From an optimization exercise on the open Yosys and OpenROAD flow, aimed at small area, a short achievable clock period and few clock cycles per item; shortcuts taken in it are not production practice. At most, simulation tests tie the RTL to the original design; equivalence was not proved. No activity file was given, so power comes from the tool's default toggle rates.

## mulDivHazardUnit
module mulDivHazardUnit (
	input logic clock,
	input logic rst,
	input logic ctrlMult,
	input logic ctrlDiv,
	input logic [31:0] operandA,
	input logic [31:0] operandB,
	input logic [4:0] rdIn,
	input logic [4:0] rs1,
	input logic [4:0] rs2,
	input logic [4:0] rd,
	output logic [31:0] result,
	output logic exception,
	output logic resultRdy,
	output logic stall
);
	function automatic logic [4:0] thermLen(logic [31:0] m);
		logic [32:0] t;
		t = {1'b0, m};
		for (int k = 0; k < 5; k++) begin
			thermLen[k] = 1'b0;
			for (int j = 1; (j << k) < 32; j += 2) begin
				thermLen[k] = thermLen[k] | (t[(j << k) - 1] & ~t[((j + 1) << k) - 1]);
			end
		end
	endfunction
	function automatic logic [2:0] booth(logic b1, logic b0, logic bm);
		booth[0] = b0 ^ bm;
		booth[1] = (b1 & ~b0 & ~bm) | (~b1 & b0 & bm);
		booth[2] = b1 & ~(b0 & bm);
	endfunction
	logic busy;
	logic hazEn;
	logic [4:0] dest;
	logic phMul;
	logic phShift;
	logic phDiv;
	logic phFin;
	logic mulRes;
	logic zeroRes;
	logic [4:0] cnt;
	logic inv;
	logic divSb;
	logic negq;
	logic saR;
	logic ovf;
	logic sOvf;
	logic excReg;
	logic [37:0] R;
	logic [33:0] S;
	logic [31:0] Q;
	logic req;
	logic sa;
	logic sb;
	logic [31:0] magA;
  ...
==> flow/config.mk <==
export PLATFORM = sky130hd
export DESIGN_NAME = mulDivHazardUnit
export DESIGN_NICKNAME = mulDivHazardUnit
export VERILOG_FILES = /design/flow/design.v
export SDC_FILE = /design/flow/constraint.sdc
export NUM_CORES = 4
export LEC_CHECK = 0
export ABC_AREA = 1
export CAP_MARGIN = 20
export CORE_MARGIN = 2
export CORE_UTILIZATION = 40
export SETUP_SLACK_MARGIN = 2.0
export SLEW_MARGIN = 20
==> flow/constraint.sdc <==
create_clock -name core_clock -period 6.0 [get_ports {clock}]
set_input_delay 1.2000 -clock core_clock [delete_from_list [all_inputs] [get_ports {clock}]]
set_output_delay 1.2000 -clock core_clock [all_outputs]
set_load 0.01 [all_outputs]
run.sh (not shown) runs the stock make flow with config.mk's settings and CLKGATE_MAP_FILE= SYNTH_SCRIPT=/design/flow/synth_recipe.tcl, a recipe that flattens the netlist after the stock synthesis.
==> next run, changes <==
--- a/flow/design.v
+++ b/flow/design.v
@@ -25,14 +25,33 @@
 			end
 		end
 	endfunction
 	function automatic logic [2:0] booth(logic b1, logic b0, logic bm);
 		booth[0] = b0 ^ bm;
 		booth[1] = (b1 & ~b0 & ~bm) | (~b1 & b0 & bm);
 		booth[2] = b1 & ~(b0 & bm);
+	endfunction
+	function automatic logic [38:0] addSk(logic [38:0] a, logic [38:0] b);
+		logic [38:0] g;
+		logic [38:0] p;
+		logic [38:0] gg;
+		logic [38:0] pp;
+		g = a & b;
+		p = a ^ b;
+		gg = g;
+		pp = p;
+		for (int k = 1; k < 39; k <<= 1) begin
+			for (int i = 0; i < 39; i++) begin
+				if ((i & k) != 0) begin
+					gg[i] = gg[i] | (pp[i] & gg[(i & ~(k - 1)) - 1]);
+					pp[i] = pp[i] & pp[(i & ~(k - 1)) - 1];
+				end
+			end
+		end
+		addSk = p ^ {gg[37:0], 1'b0};
 	endfunction
 	logic busy;
 	logic hazEn;
 	logic [4:0] dest;
 	logic phMul;
 	logic phShift;
 	logic phDiv;
@@ -60,14 +79,17 @@
 	logic swap;
 	logic dNeg;
 	logic bZero;
 	logic divTrivial;
 	logic [4:0] lenA;
 	logic [4:0] lenB;
 	logic [6:0] dRaw;
+	logic [4:0] lenAr;
+	logic [4:0] lenBr;
+	logic [4:0] dAmt;
 	assign req = ctrlMult | ctrlDiv;
 	assign sa = operandA[31];
 	assign sb = operandB[31];
 	assign magA = operandA ^ {32{sa}};
 	assign magB = operandB ^ {32{sb}};
 	always_comb begin
 		maskA[31] = magA[31];
@@ -75,19 +97,33 @@
 		for (int i = 30; i >= 0; i--) begin
 			maskA[i] = maskA[i + 1] | magA[i];
 			maskB[i] = maskB[i + 1] | magB[i];
 		end
 	end
 	assign lenA = thermLen(maskA);
 	assign lenB = thermLen(maskB);
-	assign swap = lenA < lenB;
-	assign dRaw = {2'b00, lenA} + {6'b0, sa} - {2'b00, lenB};
+	logic [7:0] nibA;
+	logic [7:0] nibB;
+	logic [7:0] nibMaskA;
+	always_comb begin
+		for (int k = 0; k < 8; k++) begin
+			nibA[k] = |magA[4 * k +: 4];
+			nibB[k] = |magB[4 * k +: 4];
+		end
+		nibMaskA[7] = nibA[7];
+		for (int k = 6; k >= 0; k--) begin
+			nibMaskA[k] = nibMaskA[k + 1] | nibA[k];
+		end
+	end
+	assign swap = |(nibB & ~nibMaskA);
+	assign dRaw = {2'b00, lenAr} + {6'b0, saR} - {2'b00, lenBr};
+	assign dAmt = dRaw[5] ? 5'd31 : dRaw[4:0];
 	assign dNeg = dRaw[6];
 	assign bZero = operandB == 32'd0;
-	assign divTrivial = bZero | dNeg;
+	assign divTrivial = bZero;
 	logic rBadLoose;
 	logic rBadStrict;
 	logic selQ;
 	logic selS1;
 	logic selS2;
 	logic selZ1;
 	logic selZ2;
@@ -110,15 +146,15 @@
 	assign x = selQ ? 38'd0 : R;
 	assign y = (({6'd0, Q} & {38{selQ}}) | (sExt & {38{selS1}}) |
 		({sExt[36:0], 1'b0} & {38{selS2}})) ^ {38{fy}};
 	assign z = (({sExt[35:0], 2'b00} & {38{selZ1}}) |
 		({sExt[34:0], 3'b000} & {38{selZ2}})) ^ {38{fz}};
 	assign csaS = x ^ y ^ z;
 	assign csaC = {(x[36:0] & y[36:0]) | (x[36:0] & z[36:0]) | (y[36:0] & z[36:0]), fy};
-	assign sumW = {csaS, cz} + {csaC, cz};
+	assign sumW = addSk({csaS, cz}, {csaC, cz});
 	assign nz = selS1 | selS2 | selZ1 | selZ2;
 	logic [31:0] qAcc;
 	logic lookAcc;
 	logic [2:0] dA0;
 	logic [2:0] dA1;
 	logic [2:0] dM0;
 	logic [2:0] dM1;
@@ -137,15 +173,15 @@
 	assign dA1 = swap ? dAa1 : dAb1;
 	assign dM0 = booth(Q[5], Q[4], Q[3]);
 	assign dM1 = booth(Q[7], Q[6], Q[5]);
 	assign fyDiv = ~sum[37] ^ divSb;
 	assign sum = sumW[38:1];
 	logic [4:0] shAmt;
 	logic [33:0] sShl;
-	assign shAmt = phMul ? 5'd4 : cnt;
+	assign shAmt = phMul ? 5'd4 : dAmt;
 	assign sShl = S << shAmt;
 	logic mulLast;
 	logic done;
 	logic ovfNext;
 	assign mulLast = Q[31:3] == 29'd0;
 	assign done = (phMul & mulLast) | phFin;
 	assign ovfNext = ovf | rBadLoose | (sOvf & nz);
@@ -174,15 +210,18 @@
 					hazEn <= 1'b0;
 					resultRdy <= 1'b1;
 					phMul <= 1'b0;
 					phFin <= 1'b0;
 				end
 				if (phShift) begin
 					phShift <= 1'b0;
-					phDiv <= 1'b1;
+					phDiv <= ~dNeg;
+					busy <= ~dNeg;
+					hazEn <= hazEn & ~dNeg;
+					resultRdy <= dNeg;
 				end
 				if (phDiv && cnt == 5'd0) begin
 					phDiv <= 1'b0;
 					phFin <= 1'b1;
 				end
 			end
 		end
@@ -192,23 +231,28 @@
 			dest <= rdIn;
 			ovf <= 1'b0;
 			sOvf <= 1'b0;
 			inv <= swap ? sa : sb;
 			saR <= sa;
 			divSb <= sb;
 			negq <= sa ^ sb;
-			cnt <= dRaw[5] ? 5'd31 : dRaw[4:0];
+			lenAr <= lenA;
+			lenBr <= lenB;
 			mulRes <= ctrlMult;
 			zeroRes <= ~ctrlMult & divTrivial;
 			excReg <= ~ctrlMult & bZero;
 		end else begin
 			if (phMul) begin
 				ovf <= ovfNext;
 				excReg <= ovfNext;
 				sOvf <= sOvf | ~((S[33:29] == 5'h00) | (S[33:29] == 5'h1f));
+			end
+			if (phShift) begin
+				cnt <= dAmt;
+				zeroRes <= dNeg;
 			end
 			if (phDiv) begin
 				cnt <= cnt - 5'd1;
 			end
 		end
 	end
 	always_ff @(posedge clock) begin
What happened: Wire length went down by a few percent; worst setup slack gains 0.63 ns; area after synthesis grows by a few percent; sequential share of layout area went up by 3.3 points; die area came out higher by a few percent; cell count rose by a few percent; synthesized cell count is higher by a few percent; utilization drops by 6.0 points; fmax grows by about a fifth; design area decreases by a little under a tenth; non-clock buffer count falls by 78; power is lower by a quarter to a third; flip-flop and latch count went up by 11; global-route usage is lower by 2.2 points.
Testbench counts after the change, summed over its fixed seeds: cycles 3,349, ops 512.
No functional check of the RTL was part of the first run of this note.


## the baseline
The RTL this note starts from:
==> flow/design.v <==
`timescale 1ns/1ps
module mulDivHazardUnit (
	input logic clock,
	input logic rst,
	input logic ctrlMult,
	input logic ctrlDiv,
	input logic [31:0] operandA,
	input logic [31:0] operandB,
	input logic [4:0] rdIn,
	input logic [4:0] rs1,
	input logic [4:0] rs2,
	input logic [4:0] rd,
	output logic [31:0] result,
	output logic exception,
	output logic resultRdy,
	output logic stall
);
	function automatic logic [4:0] thermLen(logic [31:0] m);
		logic [32:0] t;
		t = {1'b0, m};
		for (int k = 0; k < 5; k++) begin
			thermLen[k] = 1'b0;
			for (int j = 1; (j << k) < 32; j += 2) begin
				thermLen[k] = thermLen[k] | (t[(j << k) - 1] & ~t[((j + 1) << k) - 1]);
			end
		end
	endfunction
	function automatic logic [2:0] booth(logic b1, logic b0, logic bm);
		booth[0] = b0 ^ bm;
		booth[1] = (b1 & ~b0 & ~bm) | (~b1 & b0 & bm);
		booth[2] = b1 & ~(b0 & bm);
	endfunction
	logic busy;
	logic hazEn;
	logic [4:0] dest;
	logic phMul;
	logic phShift;
	logic phDiv;
	logic phFin;
	logic mulRes;
	logic zeroRes;
	logic [4:0] cnt;
	logic inv;
	logic divSb;
	logic negq;
	logic saR;
	logic ovf;
	logic sOvf;
	logic excReg;
	logic [37:0] R;
	logic [33:0] S;
	logic [31:0] Q;
	logic req;
	logic sa;
	logic sb;
	logic [31:0] magA;
	logic [31:0] magB;
	logic [31:0] maskA;
	logic [31:0] maskB;
	logic swap;
	logic dNeg;
	logic bZero;
	logic divTrivial;
	logic [4:0] lenA;
	logic [4:0] lenB;
	logic [6:0] dRaw;
	assign req = ctrlMult | ctrlDiv;
	assign sa = operandA[31];
	assign sb = operandB[31];
	assign magA = operandA ^ {32{sa}};
	assign magB = operandB ^ {32{sb}};
	always_comb begin
		maskA[31] = magA[31];
		maskB[31] = magB[31];
		for (int i = 30; i >= 0; i--) begin
			maskA[i] = maskA[i + 1] | magA[i];
			maskB[i] = maskB[i + 1] | magB[i];
		end
	end
	assign lenA = thermLen(maskA);
	assign lenB = thermLen(maskB);
	assign swap = lenA < lenB;
	assign dRaw = {2'b00, lenA} + {6'b0, sa} - {2'b00, lenB};
	assign dNeg = dRaw[6];
	assign bZero = operandB == 32'd0;
	assign divTrivial = bZero | dNeg;
	logic rBadLoose;
	logic rBadStrict;
	logic selQ;
	logic selS1;
	logic selS2;
	logic selZ1;
	logic selZ2;
	logic fy;
	logic fz;
	logic cz;
	logic nz;
	logic [37:0] sExt;
	logic [37:0] x;
	logic [37:0] y;
	logic [37:0] z;
	logic [37:0] csaS;
	logic [37:0] csaC;
	logic [38:0] sumW;
	logic [37:0] sum;
	assign rBadLoose = ~((R[37:31] == 7'h00) | (R[37:31] == 7'h7f) |
		(R[37:0] == 38'h0080000000));
	assign rBadStrict = ~((R[37:31] == 7'h00) | (R[37:31] == 7'h7f));
	assign sExt = {{4{S[33]}}, S};
	assign x = selQ ? 38'd0 : R;
	assign y = (({6'd0, Q} & {38{selQ}}) | (sExt & {38{selS1}}) |
		({sExt[36:0], 1'b0} & {38{selS2}})) ^ {38{fy}};
	assign z = (({sExt[35:0], 2'b00} & {38{selZ1}}) |
		({sExt[34:0], 3'b000} & {38{selZ2}})) ^ {38{fz}};
	assign csaS = x ^ y ^ z;
	assign csaC = {(x[36:0] & y[36:0]) | (x[36:0] & z[36:0]) | (y[36:0] & z[36:0]), fy};
	assign sumW = {csaS, cz} + {csaC, cz};
	assign nz = selS1 | selS2 | selZ1 | selZ2;
	logic [31:0] qAcc;
	logic lookAcc;
	logic [2:0] dA0;
	logic [2:0] dA1;
	logic [2:0] dM0;
	logic [2:0] dM1;
	logic fyDiv;
	assign qAcc = swap ? magA : magB;
	assign lookAcc = swap ? sa : sb;
	assign dA0 = booth(qAcc[1], qAcc[0], lookAcc);
	assign dA1 = booth(qAcc[3], qAcc[2], qAcc[1]);
	assign dM0 = booth(Q[5], Q[4], Q[3]);
	assign dM1 = booth(Q[7], Q[6], Q[5]);
	assign fyDiv = ~sum[37] ^ divSb;
	assign sum = sumW[38:1];
	logic [4:0] shAmt;
	logic [33:0] sShl;
	assign shAmt = phMul ? 5'd4 : cnt;
	assign sShl = S << shAmt;
	logic mulLast;
	logic done;
	logic ovfNext;
	assign mulLast = Q[31:3] == 29'd0;
	assign done = (phMul & mulLast) | phFin;
	assign ovfNext = ovf | rBadLoose | (sOvf & nz);
	always_ff @(posedge clock) begin
		if (rst) begin
			busy <= 1'b0;
			hazEn <= 1'b0;
			resultRdy <= 1'b0;
			phMul <= 1'b0;
			phShift <= 1'b0;
			phDiv <= 1'b0;
			phFin <= 1'b0;
		end else begin
			resultRdy <= 1'b0;
			if (!busy) begin
				if (req) begin
					busy <= ctrlMult | ~divTrivial;
					hazEn <= (ctrlMult | ~divTrivial) & (rdIn != 5'd0);
					resultRdy <= ~ctrlMult & divTrivial;
					phMul <= ctrlMult;
					phShift <= ~ctrlMult & ~divTrivial;
				end
			end else begin
				if (done) begin
					busy <= 1'b0;
					hazEn <= 1'b0;
					resultRdy <= 1'b1;
					phMul <= 1'b0;
					phFin <= 1'b0;
				end
				if (phShift) begin
					phShift <= 1'b0;
					phDiv <= 1'b1;
				end
				if (phDiv && cnt == 5'd0) begin
					phDiv <= 1'b0;
					phFin <= 1'b1;
				end
			end
		end
	end
	always_ff @(posedge clock) begin
		if (!busy) begin
			dest <= rdIn;
			ovf <= 1'b0;
			sOvf <= 1'b0;
			inv <= swap ? sa : sb;
			saR <= sa;
			divSb <= sb;
			negq <= sa ^ sb;
			cnt <= dRaw[5] ? 5'd31 : dRaw[4:0];
			mulRes <= ctrlMult;
			zeroRes <= ~ctrlMult & divTrivial;
			excReg <= ~ctrlMult & bZero;
		end else begin
			if (phMul) begin
				ovf <= ovfNext;
				excReg <= ovfNext;
				sOvf <= sOvf | ~((S[33:29] == 5'h00) | (S[33:29] == 5'h1f));
			end
			if (phDiv) begin
				cnt <= cnt - 5'd1;
			end
		end
	end
	always_ff @(posedge clock) begin
		if (!busy) begin
			selQ <= 1'b0;
			selS1 <= ctrlMult & dA0[0];
			selS2 <= ctrlMult & dA0[1];
			selZ1 <= ctrlMult & dA1[0];
			selZ2 <= ctrlMult & dA1[1];
			fy <= ctrlMult & (dA0[2] ^ lookAcc);
			fz <= ctrlMult & (dA1[2] ^ lookAcc);
			cz <= ctrlMult ? (dA1[2] ^ lookAcc) : sa;
		end else if (phMul) begin
			selQ <= 1'b0;
			selS1 <= dM0[0];
			selS2 <= dM0[1];
			selZ1 <= dM1[0];
			selZ2 <= dM1[1];
			fy <= dM0[2] ^ inv;
			fz <= dM1[2] ^ inv;
			cz <= dM1[2] ^ inv;
		end else begin
			selQ <= phDiv & (cnt == 5'd0);
			selS1 <= phShift | (phDiv & (cnt != 5'd0));
			selS2 <= 1'b0;
			selZ1 <= 1'b0;
			selZ2 <= 1'b0;
			fy <= phShift ? ~divSb : ((cnt == 5'd0) ? negq : fyDiv);
			fz <= 1'b0;
			cz <= 1'b0;
		end
	end
	always_ff @(posedge clock) begin
		if (!busy) begin
			S <= (~ctrlMult | swap) ? {{2{sb}}, operandB} : {{2{sa}}, operandA};
			Q <= ctrlMult ? (swap ? magA : magB) : 32'd0;
			R <= ctrlMult ? 38'd0 : {6'd0, magA};
		end else begin
			R <= sum;
			if (phMul) begin
				S <= sShl;
				Q <= {4'h0, Q[31:4]};
			end else begin
				S <= phShift ? sShl : {S[33], S[33:1]};
				Q <= {Q[30:0], phDiv & ~sum[37]};
			end
		end
	end
	assign result = R[31:0] & {32{~zeroRes}};
	assign exception = excReg | (mulRes & rBadStrict);
	assign stall = (busy & req) |
		(hazEn & ((rs1 == dest) | (rs2 == dest) | (rd == dest)));
endmodule
Settings: LEC_CHECK=0, ABC_AREA=1, CAP_MARGIN=20, CORE_MARGIN=2, CORE_UTILIZATION=40, SETUP_SLACK_MARGIN=2.0, SLEW_MARGIN=20; clock period 6.0 ns.
Relative to the baseline, the following input files were edited for the candidate:
--- a/flow/design.v
+++ b/flow/design.v
@@ -30,4 +30,23 @@
 		booth[1] = (b1 & ~b0 & ~bm) | (~b1 & b0 & bm);
 		booth[2] = b1 & ~(b0 & bm);
+	endfunction
+	function automatic logic [38:0] addSk(logic [38:0] a, logic [38:0] b);
+		logic [38:0] g;
+		logic [38:0] p;
+		logic [38:0] gg;
+		logic [38:0] pp;
+		g = a & b;
+		p = a ^ b;
+		gg = g;
+		pp = p;
+		for (int k = 1; k < 39; k <<= 1) begin
+			for (int i = 0; i < 39; i++) begin
+				if ((i & k) != 0) begin
+					gg[i] = gg[i] | (pp[i] & gg[(i & ~(k - 1)) - 1]);
+					pp[i] = pp[i] & pp[(i & ~(k - 1)) - 1];
+				end
+			end
+		end
+		addSk = p ^ {gg[37:0], 1'b0};
 	endfunction
 	logic busy;
@@ -80,5 +99,18 @@
 	assign lenA = thermLen(maskA);
 	assign lenB = thermLen(maskB);
-	assign swap = lenA < lenB;
+	logic [7:0] nibA;
+	logic [7:0] nibB;
+	logic [7:0] nibMaskA;
+	always_comb begin
+		for (int k = 0; k < 8; k++) begin
+			nibA[k] = |magA[4 * k +: 4];
+			nibB[k] = |magB[4 * k +: 4];
+		end
+		nibMaskA[7] = nibA[7];
+		for (int k = 6; k >= 0; k--) begin
+			nibMaskA[k] = nibMaskA[k + 1] | nibA[k];
+		end
+	end
+	assign swap = |(nibB & ~nibMaskA);
 	assign dRaw = {2'b00, lenA} + {6'b0, sa} - {2'b00, lenB};
 	assign dNeg = dRaw[6];
@@ -115,5 +147,5 @@
 	assign csaS = x ^ y ^ z;
 	assign csaC = {(x[36:0] & y[36:0]) | (x[36:0] & z[36:0]) | (y[36:0] & z[36:0]), fy};
-	assign sumW = {csaS, cz} + {csaC, cz};
+	assign sumW = addSk({csaS, cz}, {csaC, cz});
 	assign nz = selS1 | selS2 | selZ1 | selZ2;
 	logic [31:0] qAcc;
@@ -124,8 +156,16 @@
 	logic [2:0] dM1;
 	logic fyDiv;
+	logic [2:0] dAa0;
+	logic [2:0] dAa1;
+	logic [2:0] dAb0;
+	logic [2:0] dAb1;
 	assign qAcc = swap ? magA : magB;
 	assign lookAcc = swap ? sa : sb;
-	assign dA0 = booth(qAcc[1], qAcc[0], lookAcc);
-	assign dA1 = booth(qAcc[3], qAcc[2], qAcc[1]);
+	assign dAa0 = booth(magA[1], magA[0], sa) ^ {sa, 2'b00};
+	assign dAa1 = booth(magA[3], magA[2], magA[1]) ^ {sa, 2'b00};
+	assign dAb0 = booth(magB[1], magB[0], sb) ^ {sb, 2'b00};
+	assign dAb1 = booth(magB[3], magB[2], magB[1]) ^ {sb, 2'b00};
+	assign dA0 = swap ? dAa0 : dAb0;
+	assign dA1 = swap ? dAa1 : dAb1;
 	assign dM0 = booth(Q[5], Q[4], Q[3]);
 	assign dM1 = booth(Q[7], Q[6], Q[5]);
@@ -211,7 +251,7 @@
 			selZ1 <= ctrlMult & dA1[0];
 			selZ2 <= ctrlMult & dA1[1];
-			fy <= ctrlMult & (dA0[2] ^ lookAcc);
-			fz <= ctrlMult & (dA1[2] ^ lookAcc);
-			cz <= ctrlMult ? (dA1[2] ^ lookAcc) : sa;
+			fy <= ctrlMult & dA0[2];
+			fz <= ctrlMult & dA1[2];
+			cz <= ctrlMult ? dA1[2] : sa;
 		end else if (phMul) begin
 			selQ <= 1'b0;
### Flow results
Taking the baseline as the reference point, the width of the die of the candidate falls by 1.9 um.
Looking at count of buffers added by post-CTS timing repair for setup, the candidate sits 2 below the baseline.
Core utilization was lower in the candidate than in the baseline.
The initial antenna violation count in the candidate sits 2 below the value recorded for the baseline.
As of the candidate, total met2 wirelength after detailed routing had fallen by a little under 10% compared to the baseline.
In the flow results for the baseline and the candidate, the chip height is larger on the baseline.
Wire length in the candidate is about 8% below the baseline.
In the tables for the baseline and the candidate, via count reads lower with the candidate.
The candidate vs. the baseline: combinational power -36%, share of power burned in combinational logic -7.7 points.
Testbench counts of the candidate, summed over its fixed seeds: cycles 3,245, ops 512.
Only the layout flow was run in the baseline; the RTL was not checked for function there.

-- port drivers added, routing unchanged --
How much do the figures lean on ideal ports? The routed layouts below were timed once more, with nothing changed but the port constraints. Step 1: set_driving_cell puts a clkbuf_16 on clock and a buf_2 on each other input, an assumption about the parent block. Step 2, shift: input delay + t, output delay - t, t = (earliest + latest rising clock arrival at the registers) / 2. This alone moves slack from input paths to output paths. a / b / c = no drivers / after step 1 / after step 2; a / b = the first two.
run | t (ns) | setup WS [ns] | worst setup path after step 2 | latest minus earliest clock arrival (ns) | slew at the worst register clock pin (ns)
the first run of note 1 | 0.512 | 1.611 / 1.595 / 1.082 | input to register | 0.016 / 0.017 | 0.08 / 0.08
the second run of note 1 | 0.501 | 2.241 / 2.247 / 1.746 | input to register | 0.020 / 0.020 | 0.08 / 0.08
the baseline | 0.502 | 1.707 / 1.641 / 1.139 | input to register | 0.014 / 0.014 | 0.07 / 0.07
the candidate | 0.485 | 1.582 / 1.562 / 1.077 | input to register | 0.016 / 0.016 | 0.07 / 0.07
After both steps setup and hold are still met in every run listed. For the baseline, which loses most, drivers alone change the setup slack by -0.066 ns; drivers and shift together by -0.568 ns.
